Source: an optimization exercise on an open RTL-to-GDS flow (aim: small area, a short achievable clock period and few clock cycles per item). Production flows keep margins and buffers that such runs may drop. In this exercise RTL edits were held to simulation tests only and were not proved equivalent to the original. No activity file was given, so power comes from the tool's default toggle rates.

==> design/flow/design.v <==
package bps_pkg;
  localparam int unsigned PATTERN_WORDS = 7;
  localparam int unsigned CFG_DATA_W    = 64;
  localparam int unsigned CFG_IDX_W     = 3;
  localparam int unsigned LEN_W         = 6;
  localparam int unsigned START_W       = 16;
  typedef enum logic [CFG_IDX_W-1:0] {
    CFG_BOUNDARY_LENGTH = 3'd0,
    CFG_PATTERN_WORD_0  = 3'd1,
    CFG_PATTERN_WORD_1  = 3'd2,
    CFG_PATTERN_WORD_2  = 3'd3,
    CFG_PATTERN_WORD_3  = 3'd4,
    CFG_PATTERN_WORD_4  = 3'd5,
    CFG_PATTERN_WORD_5  = 3'd6,
    CFG_PATTERN_WORD_6  = 3'd7
  } cfg_idx_e;
  typedef struct packed {
    logic [7:0] data_byte;
    logic       last_byte;
  } in_t;
  typedef struct packed {
    logic               found;
    logic               full_res;
    logic [START_W-1:0] match_start;
    logic [LEN_W-1:0]   bytes_missing;
  } out_t;
endpackage
module boundary_prefix_search #(
  parameter int unsigned      MAX_BOUNDARY   = 56,
  parameter longint unsigned  MAX_STRING_LEN = 65536
) (
  input  logic                                clk_i,
  input  logic                                rst_ni,
  input  logic                                in_valid_i,
  output logic                                in_stall_o,
  input  logic [8:0]                          in_data_i,
  output logic                                out_valid_o,
  input  logic                                out_stall_i,
  output logic [23:0]                         out_data_o,
  input  logic                                cfg_we_i,
  input  logic [2:0]                          cfg_idx_i,
  input  logic [63:0]                         cfg_data_i
);
  localparam int unsigned NB = 56;
  logic [5:0]        lenm1_q;             
  logic [NB-1:0][7:0] pat_q;
  logic [6:0]        wv_q;                
  logic [5:0]        lenm1_d;
  always_comb begin
    if (cfg_data_i[5:0] == 6'd0)       lenm1_d = 6'd0;
    else if (cfg_data_i[5:0] > 6'd56)  lenm1_d = 6'd55;
    else                               lenm1_d = cfg_data_i[5:0] - 6'd1;
  end
  always_ff @(posedge clk_i or negedge rst_ni) begin
    if (!rst_ni) begin
      lenm1_q <= 6'd0;
      wv_q    <= '0;
    end else if (cfg_we_i) begin
      if (cfg_idx_i == 3'd0) lenm1_q <= lenm1_d;
      else                   wv_q[cfg_idx_i - 3'd1] <= 1'b1;
    end
  end
  always_ff @(posedge clk_i) begin
    for (int w = 0; w < 7; w++) begin
      if (cfg_we_i && cfg_idx_i == 3'(w + 1)) begin
        for (int j = 0; j < 8; j++) pat_q[w*8 + j] <= cfg_data_i[j*8 +: 8];
      end
    end
  end
  logic       stall_q;
  logic       s1_valid_q;
  logic [7:0] s1_byte_q;
  logic       s1_last_q;
  always_ff @(posedge clk_i or negedge rst_ni) begin
    if (!rst_ni) s1_valid_q <= 1'b0;
    else         s1_valid_q <= in_valid_i && !stall_q;
  end
  always_ff @(posedge clk_i) begin
    s1_byte_q <= in_data_i[8:1];
    s1_last_q <= in_data_i[0];
  end
  logic [NB-1:0] live_q, live_d, hit;
  logic [15:0]   pcnt_q, pcnt_d;          
  logic          first_q;                 
  logic          l_valid_q, l_last_q;
  logic          at_lim;
  logic          zbyte;
  always_comb begin
    zbyte = (s1_byte_q == 8'd0);
    for (int k = 0; k < NB; k++) begin
      hit[k] = wv_q[k/8] ? (pat_q[k] == s1_byte_q) : zbyte;
    end
    at_lim    = !first_q && (pcnt_q == 16'hFFFF);
    live_d[0] = hit[0] && !at_lim;
    for (int k = 1; k < NB; k++) begin
      live_d[k] = hit[k] && live_q[k-1] && !first_q && !at_lim;
    end
    if (first_q)                  pcnt_d = 16'd1;
    else if (pcnt_q == 16'hFFFF)  pcnt_d = pcnt_q;
    else                          pcnt_d = pcnt_q + 16'd1;
  end
  always_ff @(posedge clk_i or negedge rst_ni) begin
    if (!rst_ni) begin
      first_q   <= 1'b1;
      l_valid_q <= 1'b0;
      l_last_q  <= 1'b0;
    end else begin
      if (s1_valid_q) first_q <= s1_last_q;
      l_valid_q <= s1_valid_q;
      l_last_q  <= s1_valid_q && s1_last_q;
    end
  end
  always_ff @(posedge clk_i) begin
    if (s1_valid_q) begin
      live_q <= live_d;
      pcnt_q <= pcnt_d;
    end
  end
  logic [63:0] onehot, mask;
  logic        full_now;
  logic [63:0] scan;
  logic        tail_hit;
  logic [5:0]  tail_k;
  logic        full_seen_q;
  logic [15:0] fpos_q;
  logic [63:0]      pv1;  logic [31:0] v1;  logic [31:0][0:0] i1;
  logic [15:0]      v2;   logic [15:0][1:0] i2;
  logic [7:0]       v3;   logic [7:0][2:0]  i3;
  logic [3:0]       v4;   logic [3:0][3:0]  i4;
  logic [1:0]       v5;   logic [1:0][4:0]  i5;
  always_comb begin
    for (int k = 0; k < 64; k++) begin
      onehot[k] = (k < NB) && (lenm1_q == 6'(k));
      mask[k]   = (k < NB) && (6'(k) < lenm1_q);
    end
    full_now = |(live_q & onehot[NB-1:0]);
    scan     = 64'(live_q) & mask;
    for (int n = 0; n < 32; n++) begin
      v1[n] = scan[2*n+1] | scan[2*n];
      i1[n] = scan[2*n+1];
    end
    for (int n = 0; n < 16; n++) begin
      v2[n] = v1[2*n+1] | v1[2*n];
      i2[n] = v1[2*n+1] ? {1'b1, i1[2*n+1]} : {1'b0, i1[2*n]};
    end
    for (int n = 0; n < 8; n++) begin
      v3[n] = v2[2*n+1] | v2[2*n];
      i3[n] = v2[2*n+1] ? {1'b1, i2[2*n+1]} : {1'b0, i2[2*n]};
    end
    for (int n = 0; n < 4; n++) begin
      v4[n] = v3[2*n+1] | v3[2*n];
      i4[n] = v3[2*n+1] ? {1'b1, i3[2*n+1]} : {1'b0, i3[2*n]};
    end
    for (int n = 0; n < 2; n++) begin
      v5[n] = v4[2*n+1] | v4[2*n];
      i5[n] = v4[2*n+1] ? {1'b1, i4[2*n+1]} : {1'b0, i4[2*n]};
    end
    tail_hit = v5[1] | v5[0];
    tail_k   = v5[1] ? {1'b1, i5[1]} : {1'b0, i5[0]};
  end
  logic        r_valid_q, r_full_q, r_hit_q;
  logic [15:0] r_base_q;
  logic [5:0]  r_sub_q;
  logic        r_full_d;
  logic        out_valid_q;
  logic [23:0] out_q;
  logic        out_free, move;
  assign r_full_d = full_seen_q || full_now;
  assign out_free = !out_valid_q || !out_stall_i;
  assign move     = r_valid_q && out_free;
  always_ff @(posedge clk_i or negedge rst_ni) begin
    if (!rst_ni) begin
      full_seen_q <= 1'b0;
      r_valid_q   <= 1'b0;
      out_valid_q <= 1'b0;
    end else begin
      if (l_valid_q) full_seen_q <= !l_last_q && (full_seen_q || full_now);
      r_valid_q <= l_last_q || (r_valid_q && !move);
      if (move)          out_valid_q <= 1'b1;
      else if (out_free) out_valid_q <= 1'b0;
    end
  end
  always_ff @(posedge clk_i) begin
    if (l_valid_q && full_now && !full_seen_q) fpos_q <= pcnt_q;
    if (l_last_q) begin
      r_full_q <= r_full_d;
      r_hit_q  <= r_full_d || tail_hit;
      r_base_q <= full_seen_q ? fpos_q : pcnt_q;
      r_sub_q  <= r_full_d ? lenm1_q : tail_k;
    end
  end
  logic [23:0] res;
  always_comb begin
    res = '0;
    if (r_hit_q) begin
      res[23]   = 1'b1;
      res[22]   = r_full_q;
      res[21:6] = r_base_q + {10'h3FF, ~r_sub_q};
      res[5:0]  = r_full_q ? 6'd0 : (lenm1_q - r_sub_q);
    end
  end
  always_ff @(posedge clk_i) begin
    if (move) out_q <= res;
  end
  logic [1:0] outst_q, outst_d;
  logic       take_last, out_take;
  assign take_last = in_valid_i && !stall_q && in_data_i[0];
  assign out_take  = out_valid_q && !out_stall_i;
  always_comb begin
    outst_d = outst_q;
    if (take_last && !out_take)      outst_d = outst_q + 2'd1;
    else if (!take_last && out_take) outst_d = outst_q - 2'd1;
  end
  always_ff @(posedge clk_i or negedge rst_ni) begin
    if (!rst_ni) begin
      outst_q <= 2'd0;
      stall_q <= 1'b0;
    end else begin
      outst_q <= outst_d;
      stall_q <= (outst_d >= 2'd2);
    end
  end
  assign in_stall_o  = stall_q;
  assign out_valid_o = out_valid_q;
  assign out_data_o  = out_q;
endmodule
==> design/flow/run.sh <==
#!/bin/bash
# synth_recipe.tcl (not shown) runs the flow's synth.tcl, then flattens the netlist and writes it again
# the make line also repeats each setting of config.mk as NAME=value (left out here)
make -C /OpenROAD-flow-scripts/flow DESIGN_CONFIG=/design/flow/config.mk WORK_HOME=/design/flow/orfs CLKGATE_MAP_FILE= SYNTH_SCRIPT=/design/flow/synth_recipe.tcl finish
==> design/flow/config.mk <==
export PLATFORM = sky130hd
export DESIGN_NAME = boundary_prefix_search
export DESIGN_NICKNAME = boundary_prefix_search
export VERILOG_FILES = /design/flow/design.v
export SDC_FILE = /design/flow/constraint.sdc
export NUM_CORES = 4
export LEC_CHECK = 0
export CAP_MARGIN = 20
export CORE_MARGIN = 2
export CORE_UTILIZATION = 40
export SLEW_MARGIN = 20
==> design/flow/constraint.sdc <==
create_clock -name core_clock -period 7.5 [get_ports {clk_i}]
set_input_delay 1.5000 -clock core_clock [delete_from_list [all_inputs] [get_ports {clk_i}]]
set_output_delay 1.5000 -clock core_clock [all_outputs]
set_load 0.01 [all_outputs]
==> flow_summary_export.csv, run 1 <==
group,metric,value,unit
sta,min_period,3.610,ns
setup_path,crit_type,"reg -> reg",
power,p_leak,10.78,nW
setup_path,cpMaxStageDelayCell,"dfrtp_1",
synthesis,synth_ff_type,"edfxtp_1",
floorplanning,rows,97,
setup_path,crit_start,"lenm1_q[4]$_DFFE_PN0P_",
hold_path,whs_path_depth,1,
sta,hold_viol,0,
placed_design,place_ws,3.579,ns
clock_network,cts_sinks,615,
run,drv_cap,0,
sta,max_slew_margin,29.15,%
synthesis,synth_edf_count,584,
synthesis,synth_area,28200,sq um
sta,maxSlewViolCount,0,
power,comb_power_share,15.0,%
sta,setup_viol,0,
power,seqPwrFrac,50.3,%
final_layout,area_delta_synth_final,14.00,%
synthesis,yosysMostFrequentCell,"edfxtp_1",
setup_path,path_cells,"buf_4, or2_1, nor2_1, a211oi_1, o2bb2ai_1, or4_4, o21ai_0, nor2_2",
setup_path,crit_buf_inv,1,
power,swShare,27.64,%
setup_path,worstPathRequired,7.78,ns
clock_network,htreeDepth,3,
placed_design,port-buffer-count,106,
sta,hold_ws,0.4709,ns
sta,max_freq,277.0,MHz
power,cellPowerDensity,268.8,nW/um^2
setup_path,critPathTopFamily,"simple AND/OR/NAND/NOR gates",
global_routing,grt-ovfl-total,0,
synthesis,netlist.area_leader.share,62.19,%
synthesis,postSynthAreaPerCell,13.84,sq um
sta,setup_tns,0,ns
global_routing,grt_pass1_vias,16399,
synthesis,synth_top_cell_by_area,"edfxtp_1",
hold_path,hp-start,"s1_last_q$_DFF_P_",
power,total_power,8.642,mW
final_layout,fill_cells,6215,
route,drt_iter0_markers,1547,
clock_network,clockRootBuffer,"clkbuf_16",
power,p_int,6.253,mW
hold_path,hp-class,"reg -> reg",
final_layout,finalNetCount,2230,
synthesis,synth_common_cells,"edfxtp_1, xor2_1, xnor2_1, nand3_1, o21ai_0",
setup_path,start_kind,"register",
synthesis,synthTopCellsByArea,"edfxtp_1, xor2_1, xnor2_1, nand3_1, dfrtp_1",
global_routing,grtUsageTotal,20.38,%
clock_network,hold_buffers,0,
clock_network,postCtsSetupRepairBufs,0,
sta,fin_crit_sh,48.13,%
synthesis,synth_seq_area_share,64.79,%
setup_path,worstSetupEndpointType,"register",
final_layout,stdcell_area,32140,sq um
synthesis,synth_cell_types,96,
hold_path,whs_endpoint,"l_last_q$_DFF_PN0_",
setup_path,cp_max_fo,30,
clock_network,cts_buffers,67,
global_routing,grt_pass1_wl,110200,um
route,avgRoutedWirePerCell,23.96,um
synthesis,syn_inst,2037,
setup_path,r2r_slack,3.89,ns
route,postRouteAntennaNets,0,
global_routing,grt_max_degree,66,
floorplanning,die_h,269.5,um
sta,clock_skew,0.03011,ns
clock_network,postCtsResizedCells,0,
power,vdd_drop_max,123.3,uV
placed_design,hpwl,48260,um
floorplanning,die_area,72630,sq um
sta,worstMarginPinSlew,1.063,ns
floorplanning,start_util,40.34,%
placed_design,gp_congestion,0.9225,
route,drtPass1Iterations,5,
setup_path,r2r_cells,8,
synthesis,ys_async_sr_fraction,3.577,%
final_layout,drive_gt1_share,8.594,%
synthesis,synth_seq_cells,615,
floorplanning,coreArea,69910,sq um
route,vias,16908,
route,routed_wl,74660,um
setup_path,critical_path_arrival,3.89,ns
clock_network,tritoncts,"yes",
setup_path,rr_endpoint,"fpos_q[10]$_DFFE_PP_",
sta,setup_slack,3.890,ns
route,vias_per_cell,5.426,
route,drcViolationCount,0,
setup_path,worst_path_largest_cell_delay,0.76,ns
placed_design,place_area,30170,sq um
clock_network,clock_latency,0.61,ns
sta,rsz0062_at_grt,"no",
floorplanning,num_io_pins,107,
setup_path,r2r_start,"lenm1_q[4]$_DFFE_PN0P_",
final_layout,diodes,0,
synthesis,synth_nets,2142,
status,status,"no timing/DRC/antenna violations",
clock_network,cts.path.max_buffers,3,
floorplanning,die_w,269.5,um
synthesis,yosysWarnings,1,
power,switchingPower,2.389,mW
clock_network,clk_pin_slew_worst_paths,0.06,ns
power,p_clk_share,34.7,%
global_routing,antenna_found_initial,3,
## through the flow
step                      std cells  util, %
after global placement         2996    43.14
final                          3116    45.98
after detailed placement       2996    43.16
after global routing           3116    45.98
after floorplan                2037        -
after CTS                      3116    45.97
## area by class of cell
class                           count  area (sq um)  area share, %
Sequential cell                   615         18300          56.93
Multi-Input combinational cell   1276          9334          29.04
Clock buffer                       85          1744          5.426
Timing Repair Buffer              130          1241          3.861
Tap cell                          940          1176          3.659
Clock inverter                     35         216.5         0.6734
Inverter                           35         131.4         0.4087
## cells by family after synthesis
logic type      after synthesis  share of synthesized area (%)
flops                       615                          64.79
xor+xnor                    482                          14.97
simple gates                481                          9.434
compound gates              259                          6.155
buf+inv                     146                          2.334
mux                          30                          1.198
fa+ha+maj                    24                          1.118
## flip-flops by register name, indices dropped and copies added, names as in the netlist, 6 cells and up, named ones only
register,flops
pat_q,448
live_q,56
out_q,24
fpos_q,16
pcnt_q,16
r_base_q,16
s1_byte_q,8
wv_q,7
lenm1_q,6
r_sub_q,6
## layer usage
metal | up-vias | global-route usage [%] | wire length, um
met3 | 110 | 3.295 | 3966
met5 | - | 0 | 0
met1 | 8565 | 29.66 | 34760
met2 | 532 | 31.62 | 34360
met4 | 0 | 5.643 | 1570
li1 | 7701 | - | -
## how the worst max path moves through the flow
stage                           endpoint  slack (ns)  cells past startpoint
CTS                 fpos_q[10]$_DFFE_PP_        3.59                      8
floorplan           pat_q[192]$_DFFE_PP_        3.66                      3
global placement    fpos_q[10]$_DFFE_PP_        3.68                      8
detailed placement  fpos_q[10]$_DFFE_PP_        3.58                      8
global route         fpos_q[6]$_DFFE_PP_        3.67                      8
finish              fpos_q[10]$_DFFE_PP_        3.89                      8
## power by group through the flow
stage / registers [mW] / logic, mW / clock network (mW)
after floorplan: 4.28 / 0.925 / 0
after global placement: 4.40 / 1.28 / 0
after detailed placement: 4.41 / 1.29 / 0
after CTS: 4.34 / 1.30 / 3.07
after global routing: 4.37 / 1.42 / 3.20
final: 4.34 / 1.30 / 3.00
## placed cells by master (no fill, tap or decap), drive strengths merged, types with 8 or more instances in the layout
cell type	n
clkinv	31
mux2i	9
xor2	277
o211ai	11
or2	10
xnor2	205
a31oi	12
a21o	14
clkbuf	85
o31ai	9
inv	38
or3	8
ha	22
nand4	9
o41ai	9
and2	23
nand2	53
nor2	57
dfxtp	9
clkdlybuf4s50	106
nor3	19
nand3	122
mux2	20
nor4	62
nor2b	13
and3	67
edfxtp	584
nand2b	10
buf	24
dfrtp	21
o21ai	83
a21oi	42
Testbench counts, summed over its fixed seeds: cycles 139,942, bytes 139,750.
==> inputs of run 2 (changes only) <==
--- a/design/flow/config.mk
+++ b/design/flow/config.mk
@@ -6,6 +6,8 @@
 export NUM_CORES = 4
 export LEC_CHECK = 0
+export ABC_CLOCK_PERIOD_IN_PS = 2800
 export CAP_MARGIN = 20
 export CORE_MARGIN = 2
 export CORE_UTILIZATION = 40
+export SETUP_SLACK_MARGIN = 4.7
 export SLEW_MARGIN = 20
==> flow_summary_export.csv, run 2 <==
group,metric,value,unit
status,status,"no timing/DRC/antenna violations",
sta,fin_crit_sh,37.02,%
power,p_leak,11.46,nW
synthesis,synth_nets,2142,
clock_network,cts_buffers,69,
floorplanning,num_io_pins,107,
floorplanning,rows,97,
sta,hold_ws,0.4711,ns
clock_network,clockRootBuffer,"clkbuf_16",
setup_path,cp_max_fo,16,
power,cellPowerDensity,271.3,nW/um^2
route,drt_iter0_markers,2226,
sta,max_slew_margin,27.21,%
clock_network,hold_buffers,0,
final_layout,reg_top3,"pat_q (448), live_q (56), out_q (24)",
synthesis,netlist.area_leader.share,62.19,%
sta,rsz0062_at_grt,"no",
sta,setup_tns,0,ns
final_layout,drive_gt1_share,13.82,%
setup_path,worstPathRequired,7.76,ns
route,routed_wl,84810,um
placed_design,hpwl,48890,um
floorplanning,die_h,269.5,um
synthesis,yosysWarnings,1,
final_layout,largest_register,"pat_q",
setup_path,cp_common_cell,"buf_12",
sta,worstMarginPinSlew,1.078,ns
sta,max_freq,360.2,MHz
global_routing,grt_max_degree,66,
global_routing,grtUsageTotal,22.71,%
setup_path,cpMaxStageDelayCell,"clkdlybuf4s15_2",
synthesis,synth_top_cell_by_area,"edfxtp_1",
final_layout,layout_commonest_cell,"edfxtp_1",
global_routing,grt_pass1_vias,17285,
setup_path,crit_buf_inv,3,
synthesis,synth_cell_types,96,
synthesis,synth_ff_type,"edfxtp_1",
power,total_power,9.125,mW
synthesis,synth_common_cells,"edfxtp_1, xor2_1, xnor2_1, nand3_1, o21ai_0",
setup_path,worstSetupEndpointType,"register",
clock_network,cts_sinks,615,
floorplanning,start_util,40.34,%
sta,min_period,2.776,ns
setup_path,crit_type,"in -> reg",
placed_design,port-buffer-count,106,
final_layout,final_cells,3190,
final_layout,mostFrequentLayoutCells,"edfxtp_1, xor2_1, xnor2_1",
floorplanning,die_area,72630,sq um
run,drv_cap,0,
floorplanning,die_w,269.5,um
clock_network,cts.path.max_buffers,3,
synthesis,synth_seq_cells,615,
global_routing,grt-ovfl-total,0,
power,vdd_drop_max,180.9,uV
sta,setup_viol,0,
final_layout,area_delta_synth_final,19.30,%
placed_design,gp_congestion,0.9270,
sta,hold_viol,0,
clock_network,tritoncts,"yes",
route,postRouteAntennaNets,0,
sta,maxSlewViolCount,0,
sta,clock_skew,0.02516,ns
setup_path,critical_path_arrival,3.04,ns
route,vias,17826,
global_routing,grt_pass1_wl,121400,um
setup_path,path_cells,"clkdlybuf4s15_2, nor2b_4, buf_12, buf_12, and2_4",
hold_path,hp-class,"reg -> reg",
final_layout,fill_cells,6133,
route,drtPass1Iterations,8,
final_layout,diodes,0,
final_layout,largest_reg_flops,448,
clock_network,clk_pin_slew_worst_paths,0.06,ns
route,vias_per_cell,5.588,
route,drcViolationCount,0,
synthesis,synth_edf_count,584,
final_layout,finalNetCount,2307,
floorplanning,coreArea,69910,sq um
synthesis,synth_seq_area_share,64.79,%
clock_network,clock_latency,0.61,ns
route,avgRoutedWirePerCell,26.58,um
synthesis,syn_inst,2037,
setup_path,start_kind,"input pin",
setup_path,critPathTopFamily,"buffers and inverters",
synthesis,synthTopCellsByArea,"edfxtp_1, xor2_1, xnor2_1, nand3_1, dfrtp_1",
synthesis,postSynthAreaPerCell,13.84,sq um
setup_path,worst_path_largest_cell_delay,0.53,ns
synthesis,yosysMostFrequentCell,"edfxtp_1",
final_layout,utilization,48.12,%
placed_design,dp_cells,2999,
global_routing,antenna_found_initial,1,
synthesis,synth_area,28200,sq um
synthesis,ys_async_sr_fraction,3.577,%
clock_network,htreeDepth,3,
run 2: final timing paths:
| kind | startpoint | end | slack, ns | cells past startpoint |
|---|---|---|---|---|
| min in group asynchronous | rst_ni | lenm1_q[5]$_DFFE_PN0P_ | 1.30 | 2 |
| worst max-delay path | cfg_we_i | pat_q[56]$_DFFE_PP_ | 4.72 | 5 |
| max in group asynchronous | rst_ni | lenm1_q[1]$_DFFE_PN0P_ | 5.86 | 2 |
| worst min-delay path | s1_last_q$_DFF_P_ | l_last_q$_DFF_PN0_ | 0.47 | 1 |
| worst min register to register | s1_last_q$_DFF_P_ | l_last_q$_DFF_PN0_ | 0.47 | 1 |
| worst max register to register | s1_byte_q[4]$_DFF_P_ | live_q[16]$_DFFE_PP_ | 4.74 | 6 |
run 2: cell type report:
type                            count  area [sq um]  area share [%]
Multi-Input combinational cell   1295          9703           28.85
Clock buffer                       81          1772           5.267
Tap cell                          940          1176           3.496
Timing Repair Buffer              186          2175           6.465
Sequential cell                   615         18310           54.44
Inverter                           35         146.4          0.4352
Clock inverter                     38         354.1           1.053
run 2: metrics by stage:
stage / worst slack [ns] / area [sq um]
after global placement: 3.690 / 30190
after CTS: 4.567 / 33120
after detailed placement: 3.671 / 30210
after global routing: 4.671 / 33640
after floorplan: 4.709 / 28240
final: 4.724 / 33640
run 2: metal layers:
metal | share of wire (%) | global-route usage [%] | vias up
li1 | - | - | 7904
met1 | 44 | 32.29 | 9026
met2 | 46 | 36.02 | 752
met3 | 7.0 | 3.669 | 144
met4 | 2.8 | 6.535 | 0
met5 | 0 | 0 | -
run 2: logic make-up after synthesis:
family,count (synthesis),synth area share (%)
DFF,615,64.79
xor gates and xnor gates,482,14.97
and+or+nand+nor,481,9.434
AOI/OAI and AO/OA,259,6.155
buffers and inverters,146,2.334
muxes,30,1.198
adders and majority gates,24,1.118
run 2: timing repair:
| item | in CTS | in global routing |
|---|---|---|
| endpoints found under the setup margin | 552 | 335 |
| endpoints found under the hold margin | 0 | 0 |
| resized for setup | 104 | 54 |
| pin swaps | 11 | 14 |
| cloned | 18 | 8 |
| setup buffers | 28 | 18 |
run 2: report_power, final:
group / switching, mW / internal [mW]
Combinational: 0.923 / 0.660
Sequential: 0.241 / 4.07
Clock: 1.39 / 1.84
Total: 2.55 / 6.57

==> afterwards: timing with drivers on the ports <==
How much do the figures lean on ideal ports? The routed layouts below were timed once more, with nothing changed but the port constraints. Step 1, drivers: a clkbuf_16 drives clk_i and a buf_2 each remaining input, both assumed. Step 2 adds t to the input delays and takes it off the output delays; t is the mean of the earliest and latest rising clock arrival at the registers after step 1. Input paths then give back, and output paths get back, about the clock's delay inside the block. Three values: ideal ports, drivers, drivers and shift; two values: the first two.
run | shift t [ns] | setup slack, ns | worst hold slack (ns) | worst setup path at the end | latest minus earliest clock arrival (ns)
run 1 | 0.661 | 3.890 / 3.890 / 3.670 | 0.471 / 0.471 / 0.471 | input to register | 0.032 / 0.031
run 2 | 0.664 | 4.724 / 4.685 / 4.092 | 0.471 / 0.471 / 0.471 | input to register | 0.025 / 0.026
After both steps every run listed still meets setup and hold. The setup slack of run 2, which loses most, moves by -0.039 ns with the drivers and by -0.632 ns with both steps.
